From an optimization exercise on the open Yosys and OpenROAD flow, aimed at small area, a short achievable clock period and few clock cycles per item; shortcuts taken in it are not production practice. Only simulation tests tie the RTL to the original design; equivalence was not proved. Power and IR drop assume default switching activity.

==> config.mk <==
export PLATFORM = sky130hd
export DESIGN_NAME = sorted_two_list_merge_top
export DESIGN_NICKNAME = sorted_two_list_merge_top
export VERILOG_FILES = /design/flow/design.v
export SDC_FILE = /design/flow/constraint.sdc
export NUM_CORES = 4
export LEC_CHECK = 0
export CAP_MARGIN = 20
export CORE_MARGIN = 2
export CORE_UTILIZATION = 40
export SLEW_MARGIN = 20
==> constraint.sdc <==
create_clock -name core_clock -period 8.0 [get_ports {clk}]
set_input_delay 1.6000 -clock core_clock [delete_from_list [all_inputs] [get_ports {clk}]]
set_output_delay 1.6000 -clock core_clock [all_outputs]
set_load 0.01 [all_outputs]
==> design.v <==
`default_nettype none
package stlm_pkg;
  localparam int LIST_DEPTH_DEF  = 32;
  localparam int VALUE_WIDTH_DEF = 32;
  localparam int ITEM_W          = 32;
  localparam logic [1:0] ACT_LOAD_A = 2'd0;
  localparam logic [1:0] ACT_LOAD_B = 2'd1;
  localparam logic [1:0] ACT_MERGE  = 2'd2;
  localparam logic [1:0] ST_SUCCESS  = 2'd0;
  localparam logic [1:0] ST_UNSORTED = 2'd1;
  localparam logic [1:0] ST_EMPTY    = 2'd2;
  localparam logic [1:0] ST_OVERFLOW = 2'd3;
endpackage
`default_nettype wire
`default_nettype none
module sorted_two_list_merge_top (
  input  wire logic         clk,
  input  wire logic         rst,
  input  wire logic         in_valid,
  output      logic         in_ready,
  input  wire logic [1:0]   action,
  input  wire logic [31:0]  item_value,
  output      logic         out_valid,
  input  wire logic         out_ready,
  output      logic [31:0]  merged_value,
  output      logic [1:0]   status,
  output      logic         last
);
  localparam int D = stlm_pkg::LIST_DEPTH_DEF;
  logic        mv, sv;           
  logic [1:0]  mact, sact;
  logic signed [31:0] mval;
  logic [31:0] sval;
  logic        consume;
  logic        m_free;
  assign in_ready = !sv;
  assign m_free   = !mv || consume;
  always_ff @(posedge clk) begin
    if (rst) begin
      mv <= 1'b0;
      sv <= 1'b0;
    end else if (m_free) begin
      mv <= sv || in_valid;
      sv <= 1'b0;
    end else begin
      sv <= sv || in_valid;
    end
  end
  always_ff @(posedge clk) begin
    if (!sv) begin
      sact <= action;
      sval <= item_value;
    end
    if (m_free) begin
      mact <= sv ? sact : action;
      mval <= sv ? sval : item_value;
    end
  end
  logic [31:0] mem_a [D];
  logic [31:0] mem_b [D];
  logic [4:0]  wp_a, wp_b;       
  logic [D-1:0] hp_a, hp_b;      
  logic [5:0]  occ_a, occ_b;     
  logic signed [31:0] rd_a, rd_b;  
  logic [5:0]  ln_a, ln_b;       
  logic        uns_a, uns_b;     
  logic signed [31:0] tl_a, tl_b;   
  always_comb begin
    rd_a = '0;
    rd_b = '0;
    for (int i = 0; i < D; i++) begin
      rd_a = rd_a | (mem_a[i] & {32{hp_a[i]}});
      rd_b = rd_b | (mem_b[i] & {32{hp_b[i]}});
    end
  end
  logic        j0v, j1v;
  logic [1:0]  j0st, j1st;
  logic [5:0]  ra, rb;           
  logic [5:0]  j1a, j1b;
  logic        go;               
  logic        emit;             
  logic        j0_merge;
  logic        take_a;
  logic        pop_a, pop_b;
  logic        e_last;
  logic        done;
  logic [31:0] e_val;
  logic [6:0]  rsum;
  assign j0_merge = (j0st == stlm_pkg::ST_SUCCESS);
  assign emit     = j0v && go;
  assign take_a   = (ra != '0) && ((rb == '0) || (rd_a < rd_b));
  assign pop_a    = emit && j0_merge && take_a;
  assign pop_b    = emit && j0_merge && !take_a;
  assign rsum     = {1'b0, ra} + {1'b0, rb};
  assign e_last   = !j0_merge || (rsum == 7'd1);
  assign done     = emit && e_last;
  assign e_val    = !j0_merge ? 32'd0 : (take_a ? rd_a : rd_b);
  logic cmd_m;
  logic full_a, full_b;
  logic push_a, push_b, enq;
  logic [1:0] enq_st;
  logic drop;                    
  logic qfree;                   
  assign cmd_m  = mv && (mact == stlm_pkg::ACT_MERGE);
  assign full_a = ln_a[5];
  assign full_b = ln_b[5];
  assign qfree  = !j1v || done;
  always_comb begin
    consume = 1'b0;
    push_a  = 1'b0;
    push_b  = 1'b0;
    enq     = 1'b0;
    enq_st  = stlm_pkg::ST_SUCCESS;
    drop    = 1'b0;
    if (mv) begin
      case (mact)
        stlm_pkg::ACT_LOAD_A: begin
          if (full_a) begin
            consume = qfree;
            enq     = qfree;
            enq_st  = stlm_pkg::ST_OVERFLOW;
          end else begin
            consume = !occ_a[5];
            push_a  = !occ_a[5];
          end
        end
        stlm_pkg::ACT_LOAD_B: begin
          if (full_b) begin
            consume = qfree;
            enq     = qfree;
            enq_st  = stlm_pkg::ST_OVERFLOW;
          end else begin
            consume = !occ_b[5];
            push_b  = !occ_b[5];
          end
        end
        stlm_pkg::ACT_MERGE: begin
          consume = qfree;
          enq     = qfree;
          if ((ln_a == '0) || (ln_b == '0)) begin
            enq_st = stlm_pkg::ST_EMPTY;
            drop   = qfree;
          end else if (uns_a || uns_b) begin
            enq_st = stlm_pkg::ST_UNSORTED;
            drop   = qfree;
          end
        end
        default: consume = 1'b1;
      endcase
    end
  end
  always_ff @(posedge clk) begin
    if (rst) begin
      j0v <= 1'b0;
      j1v <= 1'b0;
    end else begin
      if (!j0v || done) begin
        j0v <= j1v || enq;
        j1v <= j1v && enq;
      end else if (enq) begin
        j1v <= 1'b1;
      end
    end
  end
  logic [5:0] ra_dec, rb_dec;
  assign ra_dec = ra - 6'd1;
  assign rb_dec = rb - 6'd1;
  always_ff @(posedge clk) begin
    if (enq) begin
      j1st <= enq_st;
      j1a  <= ln_a;
      j1b  <= ln_b;
    end
    if (!j0v || done) begin
      if (j1v) begin
        j0st <= j1st;
        ra   <= j1a;
        rb   <= j1b;
      end else begin
        j0st <= enq_st;
        ra   <= ln_a;
        rb   <= ln_b;
      end
    end else begin
      if (pop_a) ra <= ra_dec;
      if (pop_b) rb <= rb_dec;
    end
  end
  always_ff @(posedge clk) begin
    if (push_a) mem_a[wp_a] <= mval;
    if (push_b) mem_b[wp_b] <= mval;
  end
  logic [5:0] occ_a_np, occ_b_np;
  logic [5:0] occ_a_pp, occ_b_pp;
  always_comb begin
    if (drop) begin
      occ_a_np = occ_a - ln_a;
      occ_b_np = occ_b - ln_b;
      occ_a_pp = occ_a - ln_a - 6'd1;
      occ_b_pp = occ_b - ln_b - 6'd1;
    end else begin
      occ_a_np = occ_a + {5'd0, push_a};
      occ_b_np = occ_b + {5'd0, push_b};
      occ_a_pp = occ_a + {5'd0, push_a} - 6'd1;
      occ_b_pp = occ_b + {5'd0, push_b} - 6'd1;
    end
  end
  always_ff @(posedge clk) begin
    if (rst) begin
      wp_a  <= '0;
      wp_b  <= '0;
      hp_a  <= D'(1);
      hp_b  <= D'(1);
      occ_a <= '0;
      occ_b <= '0;
      ln_a  <= '0;
      ln_b  <= '0;
      uns_a <= 1'b0;
      uns_b <= 1'b0;
    end else begin
      if (pop_a) hp_a <= {hp_a[D-2:0], hp_a[D-1]};
      if (pop_b) hp_b <= {hp_b[D-2:0], hp_b[D-1]};
      occ_a <= pop_a ? occ_a_pp : occ_a_np;
      occ_b <= pop_b ? occ_b_pp : occ_b_np;
      if (drop) begin
        wp_a <= wp_a - ln_a[4:0];
        wp_b <= wp_b - ln_b[4:0];
      end else begin
        if (push_a) wp_a <= wp_a + 5'd1;
        if (push_b) wp_b <= wp_b + 5'd1;
      end
      if (cmd_m && consume) begin
        ln_a  <= '0;
        ln_b  <= '0;
        uns_a <= 1'b0;
        uns_b <= 1'b0;
      end else begin
        if (push_a) begin
          ln_a <= ln_a + 6'd1;
          if ((ln_a != '0) && (mval < tl_a)) uns_a <= 1'b1;
        end
        if (push_b) begin
          ln_b <= ln_b + 6'd1;
          if ((ln_b != '0) && (mval < tl_b)) uns_b <= 1'b1;
        end
      end
    end
  end
  always_ff @(posedge clk) begin
    if (push_a) tl_a <= mval;
    if (push_b) tl_b <= mval;
  end
  logic        skv;
  logic [34:0] skd;
  logic        o_free;
  assign go     = !skv;
  assign o_free = !out_valid || out_ready;
  always_ff @(posedge clk) begin
    if (rst) begin
      out_valid <= 1'b0;
      skv       <= 1'b0;
    end else if (o_free) begin
      out_valid <= skv || emit;
      skv       <= 1'b0;
    end else begin
      skv       <= skv || emit;
    end
  end
  always_ff @(posedge clk) begin
    if (!skv) skd <= {j0st, e_last, e_val};
    if (o_free) {status, last, merged_value} <= skv ? skd : {j0st, e_last, e_val};
  end
endmodule
`default_nettype wire
==> run.sh <==
#!/bin/bash
# synth_recipe.tcl (not shown) runs the flow's synth.tcl, then flattens the netlist and writes it again
# the make line also repeats each setting of config.mk as NAME=value (left out here)
make -C /OpenROAD-flow-scripts/flow DESIGN_CONFIG=/design/flow/config.mk WORK_HOME=/design/flow/orfs CLKGATE_MAP_FILE= SYNTH_SCRIPT=/design/flow/synth_recipe.tcl finish
==> results of run 1 <==
==> kinds of logic after synthesis <==
group / share of synthesized area [%]
AOI/OAI and AO/OA: 10.6
xor gates and xnor gates: 0.338
buffers and inverters: 1.79
muxes: 1.34
and+or+nand+nor: 4.60
adders and majority gates: 1.90
DFF: 79.4
==> cell type report <==
class / instances / area [um2] / area share (%)
multi-input cells: 2297 / 17100 / 17.0
flip-flops and latches: 2384 / 69900 / 69.5
diodes: 5 / 12.5 / 0.0124
inverters: 93 / 349 / 0.347
well taps: 2871 / 3590 / 3.57
clock inverters: 125 / 1190 / 1.18
clock buffers: 302 / 6100 / 6.07
repair buffers: 276 / 2330 / 2.31
==> flip-flops by register name (all words and copies together) (netlist names), 5 cells and up <==
register and cells:
mem_a 1024, j1b 6, tl_b 32, ln_a 6
occ_b 6, hp_a 32, ln_b 6, merged_value 32
skd 35, j1a 6, hp_b 32, rb 6
tl_a 32, mem_b 1024, sval 32, wp_a 5
ra 6, wp_b 5, mval 32, occ_a 6
==> power by group through the flow <==
stage | registers, uW | clock network [uW] | logic (uW)
after global placement | 14700 | 0 | 1780
after global routing | 14400 | 11200 | 2000
final | 14400 | 10600 | 1860
after floorplan | 14700 | 0 | 786
after CTS | 14400 | 10700 | 1830
after detailed placement | 14700 | 0 | 1830
==> routing by layer <==
layer  up-vias  GRT usage (%)  wire length, um
met5         -              0                0
met4         0           8.09            10100
met3       596           5.70            34500
met2      3690           42.3           141000
met1     27700           34.4           110000
li1      21200              -                -
==> through the flow <==
step | instance area [um2] | std cells | hold WS (ns) | total power, uW
final | 101000 | 8353 | 0.453 | 26900
after global routing | 101000 | 8350 | 0.483 | 27600
after CTS | 101000 | 8346 | 0.456 | 27000
after detailed placement | 93200 | 7919 | 0.442 | 16500
after global placement | 93200 | 7916 | 0.433 | 16500
after floorplan | 88000 | 5093 | 0.406 | 15500
==> worst max-delay path, stage by stage (launching register included) <==
cell,delay [ns]
dfxtp_2,0.67
buf_4,0.38
a22o_1,0.23
a221oi_1,0.43
nand3_1,0.18
nor4_1,0.81
ha_1,0.38
a21o_1,0.19
nand3_1,0.10
a211oi_1,0.08
a211oi_1,0.34
a311oi_2,0.28
nor2_4,0.58
buf_4,0.46
nor3b_1,0.11
a221o_1,0.28
==> worst max-delay path by stage <==
stage,start,to,cells past startpoint
floorplan,mact[1]$_DFFE_PP_,mem_b[31][0]$_DFFE_PP_,6
global placement,hp_b[19]$_SDFFE_PP0P_,merged_value[0]$_DFFE_PP_,15
detailed placement,hp_b[19]$_SDFFE_PP0P_,merged_value[0]$_DFFE_PP_,15
CTS,hp_b[19]$_SDFFE_PP0P_,merged_value[0]$_DFFE_PP_,15
global route,hp_b[19]$_SDFFE_PP0P_,merged_value[1]$_DFFE_PP_,15
finish,hp_b[19]$_SDFFE_PP0P_,merged_value[0]$_DFFE_PP_,15
==> synthesized netlist by cell type, drive strengths merged, types with 35 or more instances <==
cell,count
inv,93
edfxtp,2209
nand3,146
nand2,81
clkbuf,275
buf,44
dfxtp,175
mux2,39
mux2i,74
nor2,226
nand4,151
nor4,35
ha,125
and2,35
a22o,127
a22oi,771
a221oi,127
a21oi,73
or4,36
==> flow_metrics.env, run 1 <==
export IMPL_layout_commonest_cell="edfxtp_1"
export IMPL_reg2reg_to="merged_value[0]$_DFFE_PP_"
export IMPL_reg2reg_from="hp_b[19]$_SDFFE_PP0P_"
export IMPL_layout_drive_gt1_share_pct=13.0
export IMPL_vias=53100
export IMPL_pre_cts_ws_ns=2.25
export IMPL_p_switching_uw=6220
export IMPL_maxCapViolations=0
export IMPL_core_area_um2=219000
export IMPL_async_flop_share_pct=0
export IMPL_avgViaCountPerCell=6.36
export IMPL_path_max_fanout=41
export IMPL_cts_tree="yes"
export IMPL_cts_buffer_depth=3
export IMPL_p_comb_share_pct=6.9
export IMPL_synth_cells=5093
export IMPL_hold_end="skd[6]$_DFF_P_"
export IMPL_min_period_ns=5.77
export IMPL_grt_pass1_wl_um=404000
export IMPL_r2r_slack_ns=2.23
export IMPL_syn2layout_area_growth_pct=14.3
export IMPL_root_buffer="clkbuf_16"
export IMPL_p_int_uw=20700
export IMPL_antenna_left=0
export IMPL_hold_viol=0
export IMPL_synth_edf_count=2209
export IMPL_dr_pass1_iters=6
export IMPL_seq_area_frac_synth_pct=79.4
export IMPL_path_class="reg2reg"
export IMPL_endpoint_kind="register"
export IMPL_slew_headroom_pct=22.2
export IMPL_hold_buffers=0
export IMPL_grt_max_degree=69
export IMPL_syn_cell_area_um2=88000
export IMPL_floorplan_initialDensity_pct=40.2
export IMPL_crit_path_start_kind="register"
export IMPL_wirelength_um=296000
export IMPL_cts_buffers=223
export IMPL_place_congestion=0.861
export IMPL_fill_cells=18600
export IMPL_fp_row_count=172
export IMPL_cts_max_level=4
export IMPL_peakVddDrop_mv=0.241
export IMPL_antenna_found_initial=9
export IMPL_grt_pass1_vias=50500
export IMPL_yosys_warnings=1
export IMPL_die_area_um2=224000
export IMPL_worst_slew_pin_slew_ns=1.17
export IMPL_cp_required_ns=8.62
export IMPL_worstHoldPathType="reg2reg"
export IMPL_overflow=0
export IMPL_insertion_delay_ns=0.87
export IMPL_syn_nets=5261
export IMPL_report_final_setup_viol=0
export IMPL_yosys_area_top_type="edfxtp_1"
export IMPL_post_cts_setup_buffer_count=0
export IMPL_fin_util_pct=45.9
export IMPL_finalCritPeriodShare_pct=72.1
export IMPL_p_per_area_nw_per_um2=267
export IMPL_synth_top_area_share_pct=75.4
export IMPL_wire_per_inst_um=35.4
export IMPL_grt_use_total_pct=25.9
export IMPL_clkSlewWorstSetupHoldPaths_ns=0.07
export IMPL_slew_violations=0
export IMPL_drtIter0Drc=8438
export IMPL_syn_mean_instance_area_um2=17.3
export IMPL_die_h_um=473
export IMPL_whs_path_depth=2
export IMPL_io_pins=75
export IMPL_ys_flop_type="edfxtp_1"
export IMPL_num_nets_final=5443
export IMPL_skew_ns=0.0372
export IMPL_drc_errors=0
export IMPL_status="no timing/DRC/antenna violations"
export IMPL_ys_ff_latch=2384
export IMPL_io_buffers=74
export IMPL_dp_hpwl_um=159000
export IMPL_timing_setup_tns_ns=0
export IMPL_reg2reg_depth=15
export IMPL_hold_start="skd[6]$_DFF_P_"
export IMPL_p_clk_share_pct=39.5
export IMPL_cts_sinks=2384
export IMPL_cts_repair_resized=0
export IMPL_synth_area_leaders="edfxtp_1 (75%), a22oi_1 (6.6%), dfxtp_1 (4.0%)"
export IMPL_post_synth_num_cell_types=65
export IMPL_p_leak_uw=0.0323
export IMPL_rsz0062_at_grt="false"
export IMPL_die_x_um=473
export IMPL_setup_ws_ns=2.23
export IMPL_swShare_pct=23.1
export IMPL_max_freq_mhz=173
export IMPL_critPathArrivalTime_ns=6.38
export IMPL_final_cell_mix="edfxtp_1 (2209), a22oi_1 (771), clkbuf_16 (229)"
export IMPL_power_frac_seq_pct=53.6
Testbench counts, summed over its fixed seeds: cycles 4,343, items 3,618.
==> inputs of run 2 (changes only) <==
--- a/config.mk
+++ b/config.mk
@@ -5,7 +5,9 @@
 export SDC_FILE = /design/flow/constraint.sdc
 export NUM_CORES = 4
 export LEC_CHECK = 0
+export ABC_CLOCK_PERIOD_IN_PS = 3000
 export CAP_MARGIN = 20
 export CORE_MARGIN = 2
 export CORE_UTILIZATION = 40
+export SETUP_SLACK_MARGIN = 5
 export SLEW_MARGIN = 20
==> run 2 against run 1 <==
Compared with the run above: worst hold slack gained 0.018 ns; sequential share of layout area shrank 4.7 points; global-route usage grew 2.5 points; critical endpoint is now hp_a[29]$_SDFFE_PP0P_; worst setup slack gained 1.4 ns; die area is the same; clock power is essentially flat; still clean on timing, DRC and antenna.
==> flow_metrics.env, run 2 <==
export IMPL_status="no timing/DRC/antenna violations"
export IMPL_p_int_uw=21500
export IMPL_reg2reg_depth=17
export IMPL_p_per_area_nw_per_um2=261
export IMPL_yosys_warnings=1
export IMPL_finalCritPeriodShare_pct=54.0
export IMPL_synth_area_leaders="edfxtp_1 (75%), a22oi_1 (6.6%), dfxtp_1 (4.0%)"
export IMPL_cts_buffer_depth=3
export IMPL_p_leak_uw=0.0352
export IMPL_ys_flop_type="edfxtp_1"
export IMPL_floorplan_initialDensity_pct=40.2
export IMPL_p_switching_uw=6720
export IMPL_cts_max_level=4
export IMPL_dr_pass1_iters=6
export IMPL_p_comb_share_pct=10.2
export IMPL_cts_sinks=2384
export IMPL_drc_errors=0
export IMPL_overflow=0
export IMPL_r2r_slack_ns=3.68
export IMPL_grt_max_degree=69
export IMPL_antenna_left=0
export IMPL_dp_cells=7925
export IMPL_busiest_layer="met2"
export IMPL_endpoint_kind="register"
export IMPL_whs_path_depth=2
export IMPL_hold_start="skd[5]$_DFF_P_"
export IMPL_layout_drive_gt1_share_pct=24.5
export IMPL_synth_top_area_share_pct=75.4
export IMPL_slew_headroom_pct=29.5
export IMPL_syn_cell_area_um2=88000
export IMPL_synth_edf_count=2209
export IMPL_core_area_um2=219000
export IMPL_timing_setup_tns_ns=0
export IMPL_use_met2_pct=45.0
export IMPL_maxCapViolations=0
export IMPL_min_period_ns=4.32
export IMPL_synth_cells=5093
export IMPL_reg_top3="mem_a x1024, mem_b x1024, skd x35"
export IMPL_skew_ns=0.0592
export IMPL_slew_violations=0
export IMPL_power_frac_seq_pct=51.1
export IMPL_seq_area_frac_synth_pct=79.4
export IMPL_hold_viol=0
export IMPL_root_buffer="clkbuf_16"
export IMPL_hold_end="skd[5]$_DFF_P_"
export IMPL_wire_per_inst_um=37.5
export IMPL_antenna_found_initial=22
export IMPL_syn_mean_instance_area_um2=17.3
export IMPL_instances_no_fill=8652
export IMPL_peakVddDrop_mv=0.244
export IMPL_wirelength_um=325000
export IMPL_gr_usage_met3_pct=6.08
export IMPL_max_freq_mhz=231
export IMPL_rsz0062_at_grt="true"
export IMPL_async_flop_share_pct=0
export IMPL_num_nets_final=5742
export IMPL_post_synth_num_cell_types=65
export IMPL_path_max_fanout=8
export IMPL_critPathArrivalTime_ns=5.04
export IMPL_insertion_delay_ns=0.88
export IMPL_final_cell_mix="edfxtp_1 (2209), a22oi_1 (748), buf_4 (255)"
export IMPL_avgViaCountPerCell=6.49
export IMPL_io_buffers=74
export IMPL_place_congestion=0.836
export IMPL_reg2reg_from="hp_a[17]$_SDFFE_PP0P_"
export IMPL_die_h_um=473
export IMPL_path_class="reg2reg"
export IMPL_syn2layout_area_growth_pct=22.8
export IMPL_dp_hpwl_um=166000
export IMPL_crit_path_start_kind="register"
export IMPL_report_final_setup_viol=0
export IMPL_grt_pass1_vias=53100
export IMPL_synth_most_common_cell="edfxtp_1"
export IMPL_ys_ff_latch=2384
export IMPL_vias=56100
export IMPL_synth_top_cells_by_count="edfxtp_1 (2209), a22oi_1 (771), clkbuf_1 (275)"
export IMPL_drtIter0Drc=9519
export IMPL_syn_nets=5261
export IMPL_die_x_um=473
export IMPL_fp_row_count=172
export IMPL_io_pins=75
export IMPL_cts_tree="yes"
export IMPL_hold_worst_slack_ns=0.471
export IMPL_swShare_pct=23.8
export IMPL_p_clk_share_pct=38.6
export IMPL_cts_buffers=224
export IMPL_layout_commonest_cell="edfxtp_1"
export IMPL_die_area_um2=224000
export IMPL_grt_use_total_pct=28.4
export IMPL_yosys_area_top_type="edfxtp_1"
export IMPL_worstHoldPathType="reg2reg"
export IMPL_reg2reg_to="hp_a[29]$_SDFFE_PP0P_"
export IMPL_gr_usage_met1_pct=36.9
export IMPL_worst_slew_pin_slew_ns=1.05
export IMPL_clkSlewWorstSetupHoldPaths_ns=0.06
export IMPL_grt_pass1_wl_um=438000
export IMPL_fin_util_pct=49.3
export IMPL_cp_required_ns=8.71
==> run 2: power groups by stage <==
stage | combinational, uW | sequential (uW) | clock [uW]
finish | 2890 | 14400 | 10900
floorplan | 997 | 14700 | 0
global route | 3030 | 14400 | 11500
detailed placement | 2000 | 14700 | 0
CTS | 2640 | 14400 | 10900
global placement | 1960 | 14700 | 0
==> run 2: routing by layer <==
| layer | share of wire, % | wire (um) |
|---|---|---|
| met2 | 46 | 150000 |
| met5 | 0.032 | 104 |
| met4 | 6.3 | 20400 |
| met3 | 13 | 40800 |
| met1 | 35 | 114000 |
==> run 2: logic make-up (layout without fill, tap and decap cells) <==
family	Yosys count	after routing	share of synthesized area [%]
fa+ha+maj	131	131	1.90
other cells	0	11	0
compound gates	1234	1234	10.6
simple gates	785	786	4.60
mux	113	113	1.34
flops	2384	2384	79.4
xor+xnor	34	34	0.338
buf+inv	412	1088	1.79
==> run 2: how the worst max path moves through the flow <==
stage                                from                         end  slack, ns  cells past startpoint
floorplan                 rb[0]$_DFFE_PP_         occ_a[5]$_SDFF_PP0_       3.92                     18
global placement     hp_b[8]$_SDFFE_PP0P_  merged_value[31]$_DFFE_PP_       2.33                     15
detailed placement   hp_b[8]$_SDFFE_PP0P_  merged_value[31]$_DFFE_PP_       2.31                     15
CTS                 hp_a[21]$_SDFFE_PP0P_   merged_value[0]$_DFFE_PP_       3.80                     18
global route              ra[0]$_DFFE_PP_         occ_b[4]$_SDFF_PP0_       3.61                     20
finish              hp_a[17]$_SDFFE_PP0P_       hp_a[29]$_SDFFE_PP0P_       3.68                     17
==> run 2: final cells by class <==
type	count	area, um2
clock buffers	290	6100
flip-flops and latches	2384	70100
multi-input cells	2298	19700
diodes	11	27.5
repair buffers	573	6790
inverters	93	370
clock inverters	132	1400
fillers	17800	111000
well taps	2871	3590
==> run 2: timing repair <==
action	CTS	global route
pin swaps	142	93
gates cloned	19	4
buffers inserted	237	33
setup endpoints to repair	2226	2030
hold buffers	0	0
resized for setup	789	149
==> run 2: stage by stage <==
step                      setup slack (ns)  area, um2  total power [uW]
after detailed placement              2.31      93700             16700
after floorplan                       3.92      89300             15700
final                                 3.68     108000             28200
after global routing                  3.61     108000             28900
after CTS                             3.80     107000             28000
after global placement                2.33      93700             16700
==> run 2: worst max-delay path, stage by stage (launching register included) <==
cell	delay, ns
dfxtp_4	0.42
buf_12	0.18
buf_4	0.14
a22oi_1	0.16
nand4_1	0.26
or4_4	0.60
ha_4	0.32
nand4_1	0.16
or3_4	0.42
nor4_4	0.19
a311oi_4	0.10
buf_4	0.18
o21ai_4	0.25
buf_6	0.16
buf_12	0.12
buf_16	0.17
mux2i_2	0.26
nor2_1	0.06
==> inputs of run 3 (changes only) <==
--- a/design.v
+++ b/design.v
@@ -61,16 +61,17 @@
   logic [4:0]  wp_a, wp_b;       
   logic [D-1:0] hp_a, hp_b;      
   logic [5:0]  occ_a, occ_b;     
-  logic signed [31:0] rd_a, rd_b;  
+  logic [31:0] rn_a, rn_b;       
+  logic signed [31:0] h_a, h_b;  
   logic [5:0]  ln_a, ln_b;       
   logic        uns_a, uns_b;     
   logic signed [31:0] tl_a, tl_b;   
   always_comb begin
-    rd_a = '0;
-    rd_b = '0;
+    rn_a = '0;
+    rn_b = '0;
     for (int i = 0; i < D; i++) begin
-      rd_a = rd_a | (mem_a[i] & {32{hp_a[i]}});
-      rd_b = rd_b | (mem_b[i] & {32{hp_b[i]}});
+      rn_a = rn_a | (mem_a[(i + 1) % D] & {32{hp_a[i]}});
+      rn_b = rn_b | (mem_b[(i + 1) % D] & {32{hp_b[i]}});
     end
   end
   logic        j0v, j1v;
@@ -88,13 +89,13 @@
   logic [6:0]  rsum;
   assign j0_merge = (j0st == stlm_pkg::ST_SUCCESS);
   assign emit     = j0v && go;
-  assign take_a   = (ra != '0) && ((rb == '0) || (rd_a < rd_b));
+  assign take_a   = (ra != '0) && ((rb == '0) || (h_a < h_b));
   assign pop_a    = emit && j0_merge && take_a;
   assign pop_b    = emit && j0_merge && !take_a;
   assign rsum     = {1'b0, ra} + {1'b0, rb};
   assign e_last   = !j0_merge || (rsum == 7'd1);
   assign done     = emit && e_last;
-  assign e_val    = !j0_merge ? 32'd0 : (take_a ? rd_a : rd_b);
+  assign e_val    = !j0_merge ? 32'd0 : (take_a ? h_a : h_b);
   logic cmd_m;
   logic full_a, full_b;
   logic push_a, push_b, enq;
@@ -190,6 +191,12 @@
     if (push_a) mem_a[wp_a] <= mval;
     if (push_b) mem_b[wp_b] <= mval;
   end
+  always_ff @(posedge clk) begin
+    if (pop_a) h_a <= (occ_a == 6'd1) ? mval : rn_a;
+    else if (occ_a == '0) h_a <= mval;
+    if (pop_b) h_b <= (occ_b == 6'd1) ? mval : rn_b;
+    else if (occ_b == '0) h_b <= mval;
+  end
   logic [5:0] occ_a_np, occ_b_np;
   logic [5:0] occ_a_pp, occ_b_pp;
   always_comb begin
==> run 3 against run 2 <==
Compared with the run above: area after synthesis increased by 3.2%; combinational power grew 52%; highest routed layer unchanged; synthesized cell count grew 3.4%; final cell count is 1.6% higher; clock skew decreased by 0.030 ns; largest power group unchanged; count of clock-buffer cells in the layout is 2 lower; still clean; worst setup slack better by 0.39 ns; register-to-register slack better by 0.39 ns.
==> flow_metrics.env, run 3 <==
export IMPL_wl_met2_um=150000
export IMPL_slew_headroom_pct=28.9
export IMPL_drt_met1_wl_um=116000
export IMPL_critPathArrivalTime_ns=4.64
export IMPL_root_buffer="clkbuf_16"
export IMPL_timing_setup_tns_ns=0
export IMPL_final_cell_mix="edfxtp_1 (2273), a22oi_1 (768), clkbuf_16 (238)"
export IMPL_total_power_uw=30400
export IMPL_rsz0062_at_grt="true"
export IMPL_die_h_um=480
export IMPL_worstHoldPathType="reg2reg"
export IMPL_drtIter0Drc=8661
export IMPL_cp_required_ns=8.71
export IMPL_vias=56100
export IMPL_die_area_um2=231000
export IMPL_yosys_warnings=1
export IMPL_worst_slew_pin_slew_ns=1.07
export IMPL_instances_no_fill=8788
export IMPL_skew_ns=0.0293
export IMPL_grt_use_total_pct=27.0
export IMPL_avgViaCountPerCell=6.38
export IMPL_grt_pass1_wl_um=433000
export IMPL_maxCapViolations=0
export IMPL_seq_area_frac_synth_pct=79.1
export IMPL_wire_per_inst_um=36.5
export IMPL_yosys_area_top_type="edfxtp_1"
export IMPL_cts_buffer_depth=3
export IMPL_syn_nets=5436
export IMPL_reg2reg_to="occ_a[5]$_SDFF_PP0_"
export IMPL_endpoint_kind="register"
export IMPL_crit_path_start_kind="register"
export IMPL_cts_buffers=227
export IMPL_report_final_setup_viol=0
export IMPL_dr_pass1_iters=6
export IMPL_wl_met3_um=39000
export IMPL_synth_edf_count=2273
export IMPL_core_area_um2=225000
export IMPL_syn2layout_area_growth_pct=18.6
export IMPL_max_freq_mhz=254
export IMPL_layout_commonest_cell="edfxtp_1"
export IMPL_reg2reg_depth=20
export IMPL_io_pins=75
export IMPL_dp_cells=8168
export IMPL_drc_errors=0
export IMPL_final_area_um2=108000
export IMPL_cts_max_level=4
export IMPL_synth_top_cells_by_count="edfxtp_1 (2273), a22oi_1 (768), clkbuf_1 (281)"
export IMPL_hold_end="skd[22]$_DFF_P_"
export IMPL_async_flop_share_pct=0
export IMPL_grt_max_degree=75
export IMPL_p_per_area_nw_per_um2=283
export IMPL_layout_drive_gt1_share_pct=20.1
export IMPL_num_nets_final=5767
export IMPL_synth_cells=5268
export IMPL_syn_cell_area_um2=90700
export IMPL_whs_path_depth=2
export IMPL_overflow=0
export IMPL_path_class="reg2reg"
export IMPL_reg_top3="mem_a x1024, mem_b x1024, skd x35"
export IMPL_antenna_found_initial=13
export IMPL_highest_layer="met5"
export IMPL_dp_hpwl_um=153000
export IMPL_cts_tree="yes"
export IMPL_hold_viol=0
export IMPL_synth_top_area_share_pct=75.2
export IMPL_placed_area_um2=95900
export IMPL_hold_start="skd[22]$_DFF_P_"
export IMPL_hold_worst_slack_ns=0.450
export IMPL_clkSlewWorstSetupHoldPaths_ns=0.06
export IMPL_setup_worst_path_start="ra[0]$_DFFE_PP_"
export IMPL_r2r_slack_ns=4.07
export IMPL_reg2reg_from="ra[0]$_DFFE_PP_"
export IMPL_p_leak_uw=0.0352
export IMPL_synth_most_common_cell="edfxtp_1"
export IMPL_hold_buffers=0
export IMPL_fp_row_count=174
export IMPL_io_buffers=74
export IMPL_ys_ff_latch=2448
export IMPL_status="no timing/DRC/antenna violations"
export IMPL_place_congestion=0.816
export IMPL_path_max_fanout=3
export IMPL_ys_flop_type="edfxtp_1"
export IMPL_min_period_ns=3.93
export IMPL_floorplan_initialDensity_pct=40.3
export IMPL_wirelength_um=321000
export IMPL_post_synth_num_cell_types=68
export IMPL_slew_violations=0
export IMPL_insertion_delay_ns=0.87
export IMPL_peakVddDrop_mv=0.237
export IMPL_die_x_um=480
export IMPL_syn_mean_instance_area_um2=17.2
export IMPL_cts_sinks=2448
export IMPL_grt_pass1_vias=53300
export IMPL_antenna_left=0
export IMPL_finalCritPeriodShare_pct=49.1
export IMPL_synth_area_leaders="edfxtp_1 (75%), a22oi_1 (6.4%), dfxtp_1 (3.9%)"
[run 3: power by group]
part | total (uW) | internal, uW | switching (uW)
registers | 15200 | 14800 | 391
clock network | 10900 | 6070 | 4830
logic | 4390 | 1870 | 2520
[run 3: worst max-delay path by stage]
stage,end,slack [ns]
global placement,h_a[17]$_DFFE_PP_,3.43
global route,occ_a[5]$_SDFF_PP0_,3.92
finish,occ_a[5]$_SDFF_PP0_,4.07
CTS,occ_a[5]$_SDFF_PP0_,4.22
detailed placement,h_a[12]$_DFFE_PP_,3.40
floorplan,occ_a[5]$_SDFF_PP0_,4.32
[run 3: per-layer routing]
metal  vias up  global-route usage (%)
met2      4100                    43.4
met1     29000                    35.3
met3       833                    6.12
met4         8                    11.3
met5         -                       0
li1      22100                       -
[run 3: area by class of cell]
class	count	area, um2
clock buffer	288	6080
timing repair buffer	425	4810
clock inverter	136	1350
fill	18800	118000
inverter	129	487
multi-input combinational	2368	19200
tap	2992	3740
antenna	2	5.00
sequential	2448	71900
[run 3: kinds of logic (layout without fill, tap and decap cells)]
| kind of cell | count (synthesis) | in the layout | share of synthesized area, % |
|---|---|---|---|
| DFF | 2448 | 2448 | 79.1 |
| AOI/OAI and AO/OA | 1291 | 1293 | 10.5 |
| and+or+nand+nor | 723 | 726 | 4.13 |
| muxes | 184 | 184 | 2.19 |
| buffers and inverters | 457 | 978 | 1.94 |
| adders and majority gates | 131 | 131 | 1.84 |
| xor gates and xnor gates | 34 | 34 | 0.328 |
| other | 0 | 2 | 0 |
[run 3: worst max-delay path, cell delays in order, from the launching register on]
cell and delay, ns:
edfxtp_1 0.40, ha_2 0.21, inv_2 0.04, fa_1 0.48, nor4b_4 0.18, nand4b_1 0.14, o21ai_2 0.18, a31o_4 0.19
nand3_4 0.09, buf_12 0.15, o21ai_4 0.12, inv_1 0.07, ha_1 0.28, nor2b_4 0.14, o21ai_4 0.17, a21boi_4 0.10
or4_4 0.43, nand3_2 0.10, xnor2_2 0.13, o21a_1 0.15, nor3_1 0.04
[run 3: metrics by stage]
stage	utilization, %	worst slack (ns)
2_1_floorplan	-	4.32
3_3_place_gp	42.6	3.43
3_5_place_dp	42.6	3.40
4_1_cts	47.1	4.22
5_1_grt	47.8	3.92
6_report	47.8	4.07
[run 3: what timing repair did]
| action | 4_1_cts | 5_1_grt |
|---|---|---|
| endpoints found under the hold margin | 0 | 0 |
| endpoints found under the setup margin | 2312 | 1564 |
| gates cloned | 27 | 9 |
| pin swaps | 72 | 84 |
| buffers inserted | 94 | 64 |
| gates resized for setup | 473 | 214 |
Testbench counts of run 3, summed over its fixed seeds: cycles 4,343, items 3,618.
==> inputs of run 4 (changes only) <==
--- a/design.v
+++ b/design.v
@@ -13,6 +13,55 @@
 endpackage
 `default_nettype wire
 `default_nettype none
+module stlm_lg2 (
+  input  wire logic [1:0] a,
+  input  wire logic [1:0] b,
+  output      logic       l,
+  output      logic       g
+);
+  assign l = (~a[1] & b[1]) | (~(a[1] ^ b[1]) & ~a[0] & b[0]);
+  assign g = (a[1] & ~b[1]) | (~(a[1] ^ b[1]) & a[0] & ~b[0]);
+endmodule
+module stlm_lgc (
+  input  wire logic lh,
+  input  wire logic gh,
+  input  wire logic ll,
+  input  wire logic gl,
+  output      logic l,
+  output      logic g
+);
+  assign l = lh | (~gh & ll);
+  assign g = gh | (~lh & gl);
+endmodule
+module stlm_lt32 (
+  input  wire logic [31:0] a,
+  input  wire logic [31:0] b,
+  output      logic        lt
+);
+  logic [31:0] x, y;
+  logic [15:0] l1, g1;
+  logic [7:0]  l2, g2;
+  logic [3:0]  l3, g3;
+  logic [1:0]  l4, g4;
+  logic        g5;
+  assign x = {~a[31], a[30:0]};
+  assign y = {~b[31], b[30:0]};
+  for (genvar i = 0; i < 16; i++) begin : g_l1
+    stlm_lg2 u (.a(x[2*i+1:2*i]), .b(y[2*i+1:2*i]), .l(l1[i]), .g(g1[i]));
+  end
+  for (genvar i = 0; i < 8; i++) begin : g_l2
+    stlm_lgc u (.lh(l1[2*i+1]), .gh(g1[2*i+1]), .ll(l1[2*i]), .gl(g1[2*i]), .l(l2[i]), .g(g2[i]));
+  end
+  for (genvar i = 0; i < 4; i++) begin : g_l3
+    stlm_lgc u (.lh(l2[2*i+1]), .gh(g2[2*i+1]), .ll(l2[2*i]), .gl(g2[2*i]), .l(l3[i]), .g(g3[i]));
+  end
+  for (genvar i = 0; i < 2; i++) begin : g_l4
+    stlm_lgc u (.lh(l3[2*i+1]), .gh(g3[2*i+1]), .ll(l3[2*i]), .gl(g3[2*i]), .l(l4[i]), .g(g4[i]));
+  end
+  stlm_lgc u_l5 (.lh(l4[1]), .gh(g4[1]), .ll(l4[0]), .gl(g4[0]), .l(lt), .g(g5));
+endmodule
+`default_nettype wire
+`default_nettype none
 module sorted_two_list_merge_top (
   input  wire logic         clk,
   input  wire logic         rst,
@@ -86,14 +135,16 @@
   logic        e_last;
   logic        done;
   logic [31:0] e_val;
-  logic [6:0]  rsum;
+  logic        lt_hab, lt_ma, lt_mb;
+  stlm_lt32 u_lt_hab (.a(h_a),  .b(h_b),  .lt(lt_hab));
+  stlm_lt32 u_lt_ma  (.a(mval), .b(tl_a), .lt(lt_ma));
+  stlm_lt32 u_lt_mb  (.a(mval), .b(tl_b), .lt(lt_mb));
   assign j0_merge = (j0st == stlm_pkg::ST_SUCCESS);
   assign emit     = j0v && go;
-  assign take_a   = (ra != '0) && ((rb == '0) || (h_a < h_b));
+  assign take_a   = (ra != '0) && ((rb == '0) || lt_hab);
   assign pop_a    = emit && j0_merge && take_a;
   assign pop_b    = emit && j0_merge && !take_a;
-  assign rsum     = {1'b0, ra} + {1'b0, rb};
-  assign e_last   = !j0_merge || (rsum == 7'd1);
+  assign e_last   = !j0_merge || ((ra == 6'd1) && (rb == '0)) || ((ra == '0) && (rb == 6'd1));
   assign done     = emit && e_last;
   assign e_val    = !j0_merge ? 32'd0 : (take_a ? h_a : h_b);
   logic cmd_m;
@@ -199,17 +250,27 @@
   end
   logic [5:0] occ_a_np, occ_b_np;
   logic [5:0] occ_a_pp, occ_b_pp;
+  logic [5:0] occ_a_dn, occ_b_dn, occ_a_dp, occ_b_dp;
+  logic [5:0] occ_a_inc, occ_b_inc, occ_a_dec, occ_b_dec;
+  assign occ_a_dn  = occ_a - ln_a;
+  assign occ_b_dn  = occ_b - ln_b;
+  assign occ_a_dp  = occ_a - ln_a - 6'd1;
+  assign occ_b_dp  = occ_b - ln_b - 6'd1;
+  assign occ_a_inc = occ_a + 6'd1;
+  assign occ_b_inc = occ_b + 6'd1;
+  assign occ_a_dec = occ_a - 6'd1;
+  assign occ_b_dec = occ_b - 6'd1;
   always_comb begin
     if (drop) begin
-      occ_a_np = occ_a - ln_a;
-      occ_b_np = occ_b - ln_b;
-      occ_a_pp = occ_a - ln_a - 6'd1;
-      occ_b_pp = occ_b - ln_b - 6'd1;
+      occ_a_np = occ_a_dn;
+      occ_b_np = occ_b_dn;
+      occ_a_pp = occ_a_dp;
+      occ_b_pp = occ_b_dp;
     end else begin
-      occ_a_np = occ_a + {5'd0, push_a};
-      occ_b_np = occ_b + {5'd0, push_b};
-      occ_a_pp = occ_a + {5'd0, push_a} - 6'd1;
-      occ_b_pp = occ_b + {5'd0, push_b} - 6'd1;
+      occ_a_np = push_a ? occ_a_inc : occ_a;
+      occ_b_np = push_b ? occ_b_inc : occ_b;
+      occ_a_pp = push_a ? occ_a : occ_a_dec;
+      occ_b_pp = push_b ? occ_b : occ_b_dec;
     end
   end
   always_ff @(posedge clk) begin
@@ -244,11 +305,11 @@
       end else begin
         if (push_a) begin
           ln_a <= ln_a + 6'd1;
-          if ((ln_a != '0) && (mval < tl_a)) uns_a <= 1'b1;
+          if ((ln_a != '0) && lt_ma) uns_a <= 1'b1;
         end
         if (push_b) begin
           ln_b <= ln_b + 6'd1;
-          if ((ln_b != '0) && (mval < tl_b)) uns_b <= 1'b1;
+          if ((ln_b != '0) && lt_mb) uns_b <= 1'b1;
         end
       end
     end
--- a/config.mk
+++ b/config.mk
@@ -8,6 +8,9 @@
 export ABC_CLOCK_PERIOD_IN_PS = 3000
 export CAP_MARGIN = 20
 export CORE_MARGIN = 2
-export CORE_UTILIZATION = 40
-export SETUP_SLACK_MARGIN = 5
+export CORE_UTILIZATION = 55
+export CTS_CLUSTER_DIAMETER = 100
+export CTS_CLUSTER_SIZE = 30
+export SETUP_SLACK_MARGIN = 4.6
 export SLEW_MARGIN = 20
+export SYNTH_HIERARCHICAL = 1
==> run 4 against run 3 <==
Compared with the run above: final cell count shrank 9.5%; core utilization grew 12 points; sequential share of layout area grew 4.9 points; via count grew 0.91%; non-clock buffer count shrank 92; still clean; fmax grew 16%; first-iteration DRC count grew 19%; worst hold slack gained 0.012 ns; die area shrank 26%; count of clock-buffer cells in the layout shrank 154; register-to-register slack gained 0.59 ns; routed wire length shrank 2.8%.
==> flow_metrics.env, run 4 <==
export IMPL_antenna_left=0
export IMPL_p_leak_uw=0.0323
export IMPL_busiest_layer="met1"
export IMPL_syn_mean_instance_area_um2=16.5
export IMPL_slew_headroom_pct=23.1
export IMPL_hold_buffers=0
export IMPL_dr_pass1_iters=6
export IMPL_core_area_um2=167000
export IMPL_endpoint_kind="output pin"
export IMPL_multi_input_comb_area_um2=18800
export IMPL_instances_no_fill=7949
export IMPL_layout_drive_gt1_share_pct=10.3
export IMPL_gr_usage_met1_pct=53.9
export IMPL_cts_buffers=92
export IMPL_cp_required_ns=6.40
export IMPL_avgViaCountPerCell=7.12
export IMPL_cp_slowest_cell="edfxtp_1"
export IMPL_crit_path_start_kind="register"
export IMPL_fill_cells=12400
export IMPL_p_clk_share_pct=26.0
export IMPL_synth_cells=5594
export IMPL_path_cells="clkdlybuf4s15_2"
export IMPL_hold_start="hp_a[10]$_SDFFE_PP0P_"
export IMPL_swShare_pct=24.2
export IMPL_status="no timing/DRC/antenna violations"
export IMPL_antenna_found_initial=24
export IMPL_maxCapViolations=0
export IMPL_rsz0062_at_grt="true"
export IMPL_worstHoldPathType="reg2reg"
export IMPL_use_met2_pct=53.5
export IMPL_syn_nets=5767
export IMPL_critPathArrivalTime_ns=1.79
export IMPL_root_buffer="clkbuf_16"
export IMPL_p_switching_uw=5620
export IMPL_dp_hpwl_um=158000
export IMPL_grt_pass1_wl_um=421000
export IMPL_path_max_fanout=1
export IMPL_reg2reg_from="h_b[1]$_DFFE_PP_"
export IMPL_grt_use_total_pct=36.1
export IMPL_cts_max_level=3
export IMPL_die_h_um=413
export IMPL_place_congestion=0.825
export IMPL_reg2reg_to="merged_value[8]$_DFFE_PP_"
export IMPL_fin_util_pct=60.2
export IMPL_reg2reg_depth=15
export IMPL_skew_ns=0.0386
export IMPL_die_area_um2=171000
export IMPL_r2r_slack_ns=4.66
export IMPL_dp_cells=7718
export IMPL_hold_viol=0
export IMPL_fp_row_count=150
export IMPL_max_stage_delay_ns=0.63
export IMPL_report_final_setup_viol=0
export IMPL_layout_commonest_cell="edfxtp_1"
export IMPL_drtIter0Drc=10300
export IMPL_min_period_ns=3.39
export IMPL_syn_cell_area_um2=92100
export IMPL_yosys_warnings=7
export IMPL_reg_top3="mem_a x1024, mem_b x1024, skd x35"
export IMPL_path_class="reg2out"
export IMPL_hold_end="hp_a[10]$_SDFFE_PP0P_"
export IMPL_io_pins=75
export IMPL_wirelength_um=312000
export IMPL_io_buffers=74
export IMPL_num_nets_final=5865
export IMPL_insertion_delay_ns=0.77
export IMPL_grt_pass1_vias=52300
export IMPL_gr_usage_met3_pct=8.32
export IMPL_clkSlewWorstSetupHoldPaths_ns=0.12
export IMPL_finalCritPeriodShare_pct=42.4
export IMPL_power_frac_seq_pct=64.2
export IMPL_final_seq_area_um2=71900
export IMPL_vias=56600
export IMPL_p_int_uw=17600
export IMPL_critPathTopFamily="flip-flops"
export IMPL_peakVddDrop_mv=0.200
export IMPL_max_freq_mhz=295
export IMPL_whs_path_depth=2
export IMPL_timing_setup_tns_ns=0
export IMPL_floorplan_initialDensity_pct=55.3
export IMPL_syn2layout_area_growth_pct=8.85
export IMPL_cts_buffer_depth=3
export IMPL_drc_errors=0
export IMPL_p_comb_share_pct=9.8
export IMPL_overflow=0
export IMPL_slew_violations=0
export IMPL_grt_max_degree=73
export IMPL_final_cell_mix="edfxtp_1 (2273), a22oi_1 (513), nand2_1 (322)"
export IMPL_wire_per_inst_um=39.2
export IMPL_path_buf_inv=1
export IMPL_worst_slew_pin_slew_ns=1.15
export IMPL_die_x_um=413
export IMPL_cts_sinks=2448
export IMPL_p_per_area_nw_per_um2=232
export IMPL_cts_tree="yes"
## run 4: changes by cell type in the layout (fill, tap and decap cells not counted), sizes merged, moves of 65 or more
cell	before	now
a22oi	768	513
nand2	87	329
or4	67	1
a221oi	130	256
a22o	128	258
clkinv	95	7
clkbuf	305	138
nor3	16	81
o21ai	76	157
mux2	106	38
nand3	150	30
buf	372	255
inv	141	272
## run 4: layout make-up
class / count / share of cell area (%)
Inverter: 271 / 1.03
Clock buffer: 134 / 2.52
Antenna cell: 5 / 0.0125
Tap cell: 2204 / 2.75
Timing Repair Buffer: 333 / 3.12
Sequential cell: 2448 / 71.7
Clock inverter: 8 / 0.107
Multi-Input combinational cell: 2546 / 18.8
## run 4: worst max path at each step
stage | end | cells after the start | startpoint
after CTS | mem_b[31][15]$_DFFE_PP_ | 6 | mact[0]$_DFFE_PP_
after global routing | wp_b[4]$_SDFFE_PP0P_ | 17 | rb[0]$_DFFE_PP_
final | merged_value[25] | 1 | merged_value[25]$_DFFE_PP_
after floorplan | mem_b[31][0]$_DFFE_PP_ | 6 | mact[1]$_DFFE_PP_
after global placement | h_a[8]$_DFFE_PP_ | 16 | h_b[1]$_DFFE_PP_
after detailed placement | h_a[26]$_DFFE_PP_ | 16 | h_b[1]$_DFFE_PP_
## run 4: timing repair
action | in CTS | in global routing
buffers inserted | 56 | 17
pin swaps | 26 | 10
endpoints found under the hold margin | 0 | 0
gates cloned | 5 | 6
gates resized for setup | 68 | 50
setup endpoints to repair | 1078 | 451
## run 4: layer usage
metal	vias up	wire (um)
li1	22400	-
met1	29400	119000
met2	4220	137000
met3	524	45200
met4	18	9940
met5	-	109
## run 4: power by group through the flow
stage	Clock, uW	Combinational, uW	Sequential [uW]
floorplan	0	991	15200
global placement	0	1980	15200
detailed placement	0	2020	15200
CTS	6040	2150	14900
global route	6430	2450	14900
finish	6040	2280	14900
## run 4: worst register-to-register path, stage by stage, from the launching register on
cell and delay (ns):
edfxtp_1 0.42, ha_1 0.31, a31o_4 0.20, inv_1 0.05, o21ai_0 0.19, inv_1 0.07, o21ai_1 0.15, inv_1 0.08
o21ai_2 0.16, inv_1 0.08, o21ai_4 0.29, a21oi_4 0.10, nor2_4 0.25, buf_12 0.20, mux2i_1 0.35, o21ai_0 0.16
## run 4: stage by stage
stage | total power [uW] | area, um2 | setup WS (ns) | hold WS, ns
finish | 23200 | 100000 | 4.61 | 0.462
global route | 23800 | 100000 | 4.54 | 0.480
CTS | 23100 | 99800 | 4.60 | 0.460
detailed placement | 17200 | 96300 | 3.22 | 0.439
global placement | 17100 | 96300 | 3.36 | 0.437
floorplan | 16200 | 92100 | 4.51 | 0.419
Testbench counts of run 4, summed over its fixed seeds: cycles 4,343, items 3,618.
==> inputs of run 5 (changes only) <==
--- a/config.mk
+++ b/config.mk
@@ -9,8 +9,8 @@
 export CAP_MARGIN = 20
 export CORE_MARGIN = 2
 export CORE_UTILIZATION = 55
-export CTS_CLUSTER_DIAMETER = 100
-export CTS_CLUSTER_SIZE = 30
-export SETUP_SLACK_MARGIN = 4.6
+export CTS_CLUSTER_DIAMETER = 70
+export CTS_CLUSTER_SIZE = 24
+export SETUP_SLACK_MARGIN = 5.0
 export SLEW_MARGIN = 20
 export SYNTH_HIERARCHICAL = 1
==> run 5 against run 4 <==
Compared with the run above: final cell count is 1.9% higher; sequential share of layout area decreased by 3.2 points; routed wire length is 1.3% higher; die area is the same; worst setup slack better by 0.068 ns; critical path depth is the same; sequential cell count unchanged; clock skew shrank 0.0046 ns; core utilization rose by 2.8 points; combinational power grew 25%; via count rose by 1.9%; non-clock buffer count up 50.
==> flow_metrics.env, run 5 <==
export IMPL_status="no timing/DRC/antenna violations"
export IMPL_clkSlewWorstSetupHoldPaths_ns=0.08
export IMPL_rsz0062_at_grt="true"
export IMPL_dr_pass1_iters=6
export IMPL_syn_nets=5767
export IMPL_place_congestion=0.804
export IMPL_dp_cells=7721
export IMPL_crit_path_start_kind="register"
export IMPL_max_stage_delay_ns=0.66
export IMPL_slew_violations=0
export IMPL_yosys_warnings=7
export IMPL_wire_per_inst_um=39.0
export IMPL_r2r_slack_ns=4.77
export IMPL_grt_pass1_vias=52700
export IMPL_syn_cell_area_um2=92100
export IMPL_reg2reg_from="h_b[9]$_DFFE_PP_"
export IMPL_report_final_setup_viol=0
export IMPL_io_pins=75
export IMPL_p_per_area_nw_per_um2=246
export IMPL_critPathTopFamily="flip-flops"
export IMPL_core_area_um2=167000
export IMPL_reg2reg_to="h_b[16]$_DFFE_PP_"
export IMPL_syn2layout_area_growth_pct=13.8
export IMPL_dp_hpwl_um=156000
export IMPL_insertion_delay_ns=0.84
export IMPL_hold_start="skd[7]$_DFF_P_"
export IMPL_endpoint_kind="output pin"
export IMPL_cts_max_level=4
export IMPL_min_period_ns=3.32
export IMPL_grt_pass1_wl_um=423000
export IMPL_reg2reg_depth=16
export IMPL_layout_drive_gt1_share_pct=18.4
export IMPL_slew_headroom_pct=7.65
export IMPL_path_max_fanout=1
export IMPL_cts_buffer_depth=3
export IMPL_overflow=0
export IMPL_antenna_found_initial=13
export IMPL_fill_cells=12100
export IMPL_worstHoldPathType="reg2reg"
export IMPL_maxCapViolations=0
export IMPL_path_cells="buf_2"
export IMPL_drc_errors=0
export IMPL_max_freq_mhz=301
export IMPL_cts_sinks=2448
export IMPL_final_cell_mix="edfxtp_1 (2273), a22oi_1 (512), a22o_1 (258)"
export IMPL_hold_end="skd[7]$_DFF_P_"
export IMPL_timing_setup_tns_ns=0
export IMPL_num_nets_final=5978
export IMPL_grt_max_degree=73
export IMPL_worst_slew_pin_slew_ns=1.38
export IMPL_cp_required_ns=6.40
export IMPL_layout_commonest_cell="edfxtp_1"
export IMPL_drtIter0Drc=10300
export IMPL_floorplan_initialDensity_pct=55.3
export IMPL_instances_no_fill=8099
export IMPL_cts_tree="yes"
export IMPL_hold_viol=0
export IMPL_die_x_um=413
export IMPL_finalCritPeriodShare_pct=41.5
export IMPL_p_leak_uw=0.0344
export IMPL_path_buf_inv=1
export IMPL_die_h_um=413
export IMPL_fp_row_count=150
export IMPL_grt_use_total_pct=36.2
export IMPL_peakVddDrop_mv=0.306
export IMPL_syn_mean_instance_area_um2=16.5
export IMPL_io_buffers=74
export IMPL_critPathArrivalTime_ns=1.72
export IMPL_wirelength_um=316000
export IMPL_avgViaCountPerCell=7.12
export IMPL_skew_ns=0.0340
export IMPL_path_class="reg2out"
export IMPL_cp_slowest_cell="edfxtp_1"
export IMPL_antenna_left=0
export IMPL_whs_path_depth=2
export IMPL_reg_top3="mem_a x1024, mem_b x1024, skd x35"
export IMPL_die_area_um2=171000
export IMPL_cts_buffers=138
export IMPL_synth_cells=5594
export IMPL_vias=57700
export IMPL_root_buffer="clkbuf_16"
[run 5: worst max-delay path by stage]
stage	start	to	slack, ns	cells after the start
after floorplan	mact[1]$_DFFE_PP_	mem_b[15][0]$_DFFE_PP_	4.51	6
after global placement	h_a[3]$_DFFE_PP_	h_a[19]$_DFFE_PP_	3.09	17
after detailed placement	h_a[3]$_DFFE_PP_	h_a[7]$_DFFE_PP_	3.10	17
after CTS	merged_value[27]$_DFFE_PP_	merged_value[27]	4.73	1
after global routing	merged_value[9]$_DFFE_PP_	merged_value[9]	4.68	1
final	merged_value[9]$_DFFE_PP_	merged_value[9]	4.68	1
[run 5: cell type report]
| class | instances | area [um2] | share of cell area, % |
|---|---|---|---|
| antenna | 1 | 2.50 | 0.00239 |
| clock buffer | 167 | 3730 | 3.56 |
| inverter | 271 | 1030 | 0.982 |
| tap | 2204 | 2760 | 2.63 |
| clock inverter | 62 | 741 | 0.706 |
| multi-input combinational | 2563 | 20500 | 19.6 |
| timing repair buffer | 383 | 4190 | 4.00 |
| sequential | 2448 | 71900 | 68.6 |
[run 5: report_power, final]
part / internal (uW) / leakage (uW) / switching [uW]
combinational: 1120 / 0.0101 / 1740
sequential: 14600 / 0.0221 / 380
clock: 3720 / 0.00218 / 4270
total: 19400 / 0.0344 / 6380
[run 5: stage by stage]
stage / cell area (um2) / hold slack [ns] / util (%) / worst slack [ns] / power, uW
finish: 105000 / 0.456 / 62.9 / 4.68 / 25800
global route: 105000 / 0.476 / 62.9 / 4.68 / 26400
CTS: 103000 / 0.463 / 61.5 / 4.73 / 25200
detailed placement: 96300 / 0.444 / 57.8 / 3.10 / 17200
global placement: 96300 / 0.439 / 57.8 / 3.09 / 17100
floorplan: 92300 / 0.419 / - / 4.51 / 16200
[run 5: timing repair]
item	4_1_cts	5_1_grt
hold buffers	0	0
pin swaps	76	172
resized for setup	409	454
setup endpoints to repair	2310	914
setup buffers	56	50
cloned	20	21
[run 5: per-layer routing]
metal,track usage [%],vias to the layer above,part of all wire (%)
li1,-,22700,-
met1,54.6,29900,38
met2,52.5,4478,44
met3,9.46,528,15
met4,9.97,0,3.2
met5,0,-,0
[run 5: worst min-delay path, cell delays in order, from the launching register on]
cell and delay (ns):
dfxtp_1 0.32, nand2_1 0.06, o21ai_2 0.05
==> inputs of run 6 (changes only) <==
--- a/design.v
+++ b/design.v
@@ -22,6 +22,16 @@
   assign l = (~a[1] & b[1]) | (~(a[1] ^ b[1]) & ~a[0] & b[0]);
   assign g = (a[1] & ~b[1]) | (~(a[1] ^ b[1]) & a[0] & ~b[0]);
 endmodule
+module stlm_hold #(
+  parameter int W = 1
+) (
+  input  wire logic         load,
+  input  wire logic [W-1:0] d,
+  input  wire logic [W-1:0] q,
+  output      logic [W-1:0] y
+);
+  assign y = load ? d : q;
+endmodule
 module stlm_lgc (
   input  wire logic lh,
   input  wire logic gh,
@@ -137,8 +147,8 @@
   logic [31:0] e_val;
   logic        lt_hab, lt_ma, lt_mb;
   stlm_lt32 u_lt_hab (.a(h_a),  .b(h_b),  .lt(lt_hab));
-  stlm_lt32 u_lt_ma  (.a(mval), .b(tl_a), .lt(lt_ma));
-  stlm_lt32 u_lt_mb  (.a(mval), .b(tl_b), .lt(lt_mb));
+  assign lt_ma = (mval < tl_a);
+  assign lt_mb = (mval < tl_b);
   assign j0_merge = (j0st == stlm_pkg::ST_SUCCESS);
   assign emit     = j0v && go;
   assign take_a   = (ra != '0) && ((rb == '0) || lt_hab);
@@ -336,7 +346,16 @@
   end
   always_ff @(posedge clk) begin
     if (!skv) skd <= {j0st, e_last, e_val};
-    if (o_free) {status, last, merged_value} <= skv ? skd : {j0st, e_last, e_val};
+  end
+  logic [34:0] o_next;
+  stlm_hold #(.W(35)) u_o_hold (
+    .load (o_free),
+    .d    (skv ? skd : {j0st, e_last, e_val}),
+    .q    ({status, last, merged_value}),
+    .y    (o_next)
+  );
+  always_ff @(posedge clk) begin
+    {status, last, merged_value} <= o_next;
   end
 endmodule
 `default_nettype wire
--- a/config.mk
+++ b/config.mk
@@ -8,7 +8,7 @@
 export ABC_CLOCK_PERIOD_IN_PS = 3000
 export CAP_MARGIN = 20
 export CORE_MARGIN = 2
-export CORE_UTILIZATION = 55
+export CORE_UTILIZATION = 65
 export CTS_CLUSTER_DIAMETER = 70
 export CTS_CLUSTER_SIZE = 24
 export SETUP_SLACK_MARGIN = 5.0
==> run 6 against run 5 <==
Compared with the run above: the layout now fails its checks (capacitance limit, slew limit); fmax down 1.9%; routed wire length down 3.2%; critical path depth up 18; sequential cell count unchanged; non-clock buffer count up 18; largest power group unchanged.
==> flow_metrics.env, run 6 <==
export IMPL_p_switching_uw=6150
export IMPL_antenna_left=0
export IMPL_max_freq_mhz=296
export IMPL_cp_required_ns=8.55
export IMPL_critPathArrivalTime_ns=3.94
export IMPL_avgViaCountPerCell=7.47
export IMPL_syn_nets=5665
export IMPL_place_congestion=0.842
export IMPL_min_period_ns=3.38
export IMPL_syn2layout_area_growth_pct=13.1
export IMPL_cts_max_level=4
export IMPL_timing_setup_tns_ns=0
export IMPL_die_x_um=379
export IMPL_crit_path_start_kind="register"
export IMPL_insertion_delay_ns=0.82
export IMPL_skew_ns=0.0255
export IMPL_layout_commonest_cell="edfxtp_1"
export IMPL_worst_slew_pin_slew_ns=1.55
export IMPL_grt_pass1_vias=52900
export IMPL_fin_util_pct=74.1
export IMPL_swShare_pct=24.2
export IMPL_syn_cell_area_um2=91500
export IMPL_p_comb_share_pct=11.0
export IMPL_wire_per_inst_um=39.8
export IMPL_die_area_um2=144000
export IMPL_cts_tree="yes"
export IMPL_slew_headroom_pct=-3.77
export IMPL_p_int_uw=19300
export IMPL_grt_max_degree=77
export IMPL_finalCritPeriodShare_pct=42.3
export IMPL_path_class="reg2reg"
export IMPL_die_h_um=379
export IMPL_io_pins=75
export IMPL_overflow=0
export IMPL_syn_mean_instance_area_um2=16.7
export IMPL_path_max_fanout=8
export IMPL_fill_cells=8409
export IMPL_worstHoldPathType="reg2reg"
export IMPL_drc_errors=0
export IMPL_use_met2_pct=66.9
export IMPL_yosys_warnings=7
export IMPL_num_nets_final=5889
export IMPL_io_buffers=74
export IMPL_p_per_area_nw_per_um2=246
export IMPL_reg_top3="mem_a x1024, mem_b x1024, skd x35"
export IMPL_status="complete, but fails checks"
export IMPL_so_faults="capacitance limit, slew limit"
export IMPL_report_final_setup_viol=0
export IMPL_dr_pass1_iters=6
export IMPL_final_cell_mix="edfxtp_1 (2238), a22oi_1 (512), a22o_1 (257), a221oi_1 (257), nand2_1 (215)"
export IMPL_endpoint_kind="register"
export IMPL_maxCapViolations=1
export IMPL_dp_hpwl_um=154000
export IMPL_core_area_um2=140000
export IMPL_instances_no_fill=7690
export IMPL_vias=57400
export IMPL_power_frac_seq_pct=58.5
export IMPL_clkSlewWorstSetupHoldPaths_ns=0.09
export IMPL_cts_buffers=138
export IMPL_grt_use_total_pct=42.0
export IMPL_gr_usage_met1_pct=55.8
export IMPL_dp_cells=7288
export IMPL_floorplan_initialDensity_pct=65.5
export IMPL_hold_viol=0
export IMPL_cts_sinks=2448
export IMPL_p_leak_uw=0.0338
export IMPL_rsz0062_at_grt="true"
export IMPL_cts_buffer_depth=3
export IMPL_antenna_found_initial=15
export IMPL_busiest_layer="met2"
export IMPL_fp_row_count=137
export IMPL_slew_violations=9
export IMPL_p_clk_share_pct=30.5
export IMPL_gr_usage_met3_pct=8.59
export IMPL_layout_drive_gt1_share_pct=18.7
export IMPL_grt_pass1_wl_um=413000
export IMPL_peakVddDrop_mv=0.252
export IMPL_synth_cells=5492
export IMPL_wirelength_um=306000
export IMPL_root_buffer="clkbuf_16"
export IMPL_drtIter0Drc=9283
-- run 6: cell count changes in the layout (fill, tap and decap cells not counted), moves of 26 or more --
cell,previous run,this run
a31o_1,48,16
o21bai_1,41,14
edfxtp_1,2273,2238
mux2_4,0,31
inv_1,256,171
buf_4,180,211
a21oi_1,41,67
-- run 6: power by group through the flow --
stage / Clock [uW] / Sequential, uW / Combinational [uW]
global placement: 0 / 15100 / 1960
detailed placement: 0 / 15100 / 2020
floorplan: 0 / 15000 / 1120
global route: 8170 / 14900 / 2940
CTS: 7750 / 14800 / 2440
finish: 7760 / 14900 / 2790
-- run 6: worst paths after layout --
check             slack, ns  cells past startpoint           endpoint              from
setup / recovery       4.62                     19  h_b[15]$_DFFE_PP_  h_a[7]$_DFFE_PP_
hold / removal         0.46                      1    skd[32]$_DFF_P_   skd[32]$_DFF_P_
hold reg to reg        0.46                      1    skd[32]$_DFF_P_   skd[32]$_DFF_P_
setup reg to reg       4.62                     19  h_b[15]$_DFFE_PP_  h_a[7]$_DFFE_PP_
-- run 6: layout make-up --
class | count | area, um2 | share of cell area, %
clock buffer | 163 | 3680 | 3.56
clock inverter | 68 | 708 | 0.684
multi-input combinational | 2545 | 20200 | 19.5
antenna | 7 | 17.5 | 0.0169
tap | 1876 | 2350 | 2.27
sequential | 2448 | 71600 | 69.2
timing repair buffer | 401 | 4250 | 4.10
inverter | 182 | 686 | 0.662
-- run 6: metrics by stage --
step | setup WS, ns | hold WS [ns] | cell area, um2 | total power, uW
2_1_floorplan | 4.78 | 0.423 | 91800 | 16200
6_report | 4.62 | 0.464 | 104000 | 25400
3_5_place_dp | 3.08 | 0.441 | 95300 | 17100
4_1_cts | 4.76 | 0.455 | 102000 | 25000
3_3_place_gp | 3.18 | 0.442 | 95300 | 17000
5_1_grt | 4.50 | 0.488 | 103000 | 26000
-- run 6: timing repair --
item,in CTS,in global routing
resized for setup,512,270
pin swaps,107,146
cloned,23,16
hold buffers,0,0
setup buffers,87,38
endpoints found under the setup margin,1871,1720
-- run 6: worst max-delay path, stage by stage, from the launching register on --
cell and delay (ns):
edfxtp_1 0.40, inv_1 0.07, ha_1 0.30, a31o_1 0.14, inv_1 0.05, a21o_1 0.18
o21ai_2 0.16, inv_2 0.06, o21ai_4 0.27, inv_2 0.08, o21ai_4 0.20, buf_6 0.13
a21o_4 0.10, a21oi_4 0.07, buf_12 0.14, buf_6 0.12, buf_16 0.17, nand2_4 0.22
buf_4 0.19, o21ai_2 0.05
-- run 6: routing by layer --
layer / routed length [um] / vias to the layer above
met4: 21000 / 12
met2: 142000 / 4814
met1: 102000 / 29000
met3: 40400 / 1079
met5: 83 / -
li1: - / 22500
Testbench counts of run 6, summed over its fixed seeds: cycles 4,343, items 3,618.

[static timing again, ports no longer ideal]
Ports are ideal in the flow. The routed layouts listed here were re-timed in OpenROAD.
Step 1: set_driving_cell puts a clkbuf_16 on clk and a buf_2 on each other input, an assumption about the parent block.
Step 2 also shifts input and output timing later by t, the mid clock arrival at the registers, as if the neighbouring blocks saw the same clock.
Slacks: no drivers / after step 1 / after step 2; pairs: no drivers / after step 1.
| run | shift t [ns] | setup WS [ns] | hold WS [ns] | pins driven straight from the clock port |
|---|---|---|---|---|
| run 1 | 0.939 | 2.233 / 2.233 / 2.233 | 0.453 / 0.453 / 0.453 | 1 |
| run 2 | 0.956 | 3.677 / 3.677 / 3.677 | 0.471 / 0.471 / 0.471 | 1 |
| run 3 | 0.935 | 4.068 / 4.068 / 4.068 | 0.450 / 0.450 / 0.450 | 1 |
| run 4 | 0.832 | 4.612 / 4.531 / 4.665 | 0.462 / 0.462 / 0.462 | 1 |
| run 5 | 0.903 | 4.679 / 4.597 / 4.723 | 0.456 / 0.456 / 0.456 | 1 |
| run 6 | 0.893 | 4.616 / 4.616 / 4.469 | 0.464 / 0.464 / 0.464 | 1 |
For run 6, which loses most, drivers alone change the setup slack by 0.000 ns; drivers and shift together by -0.147 ns.
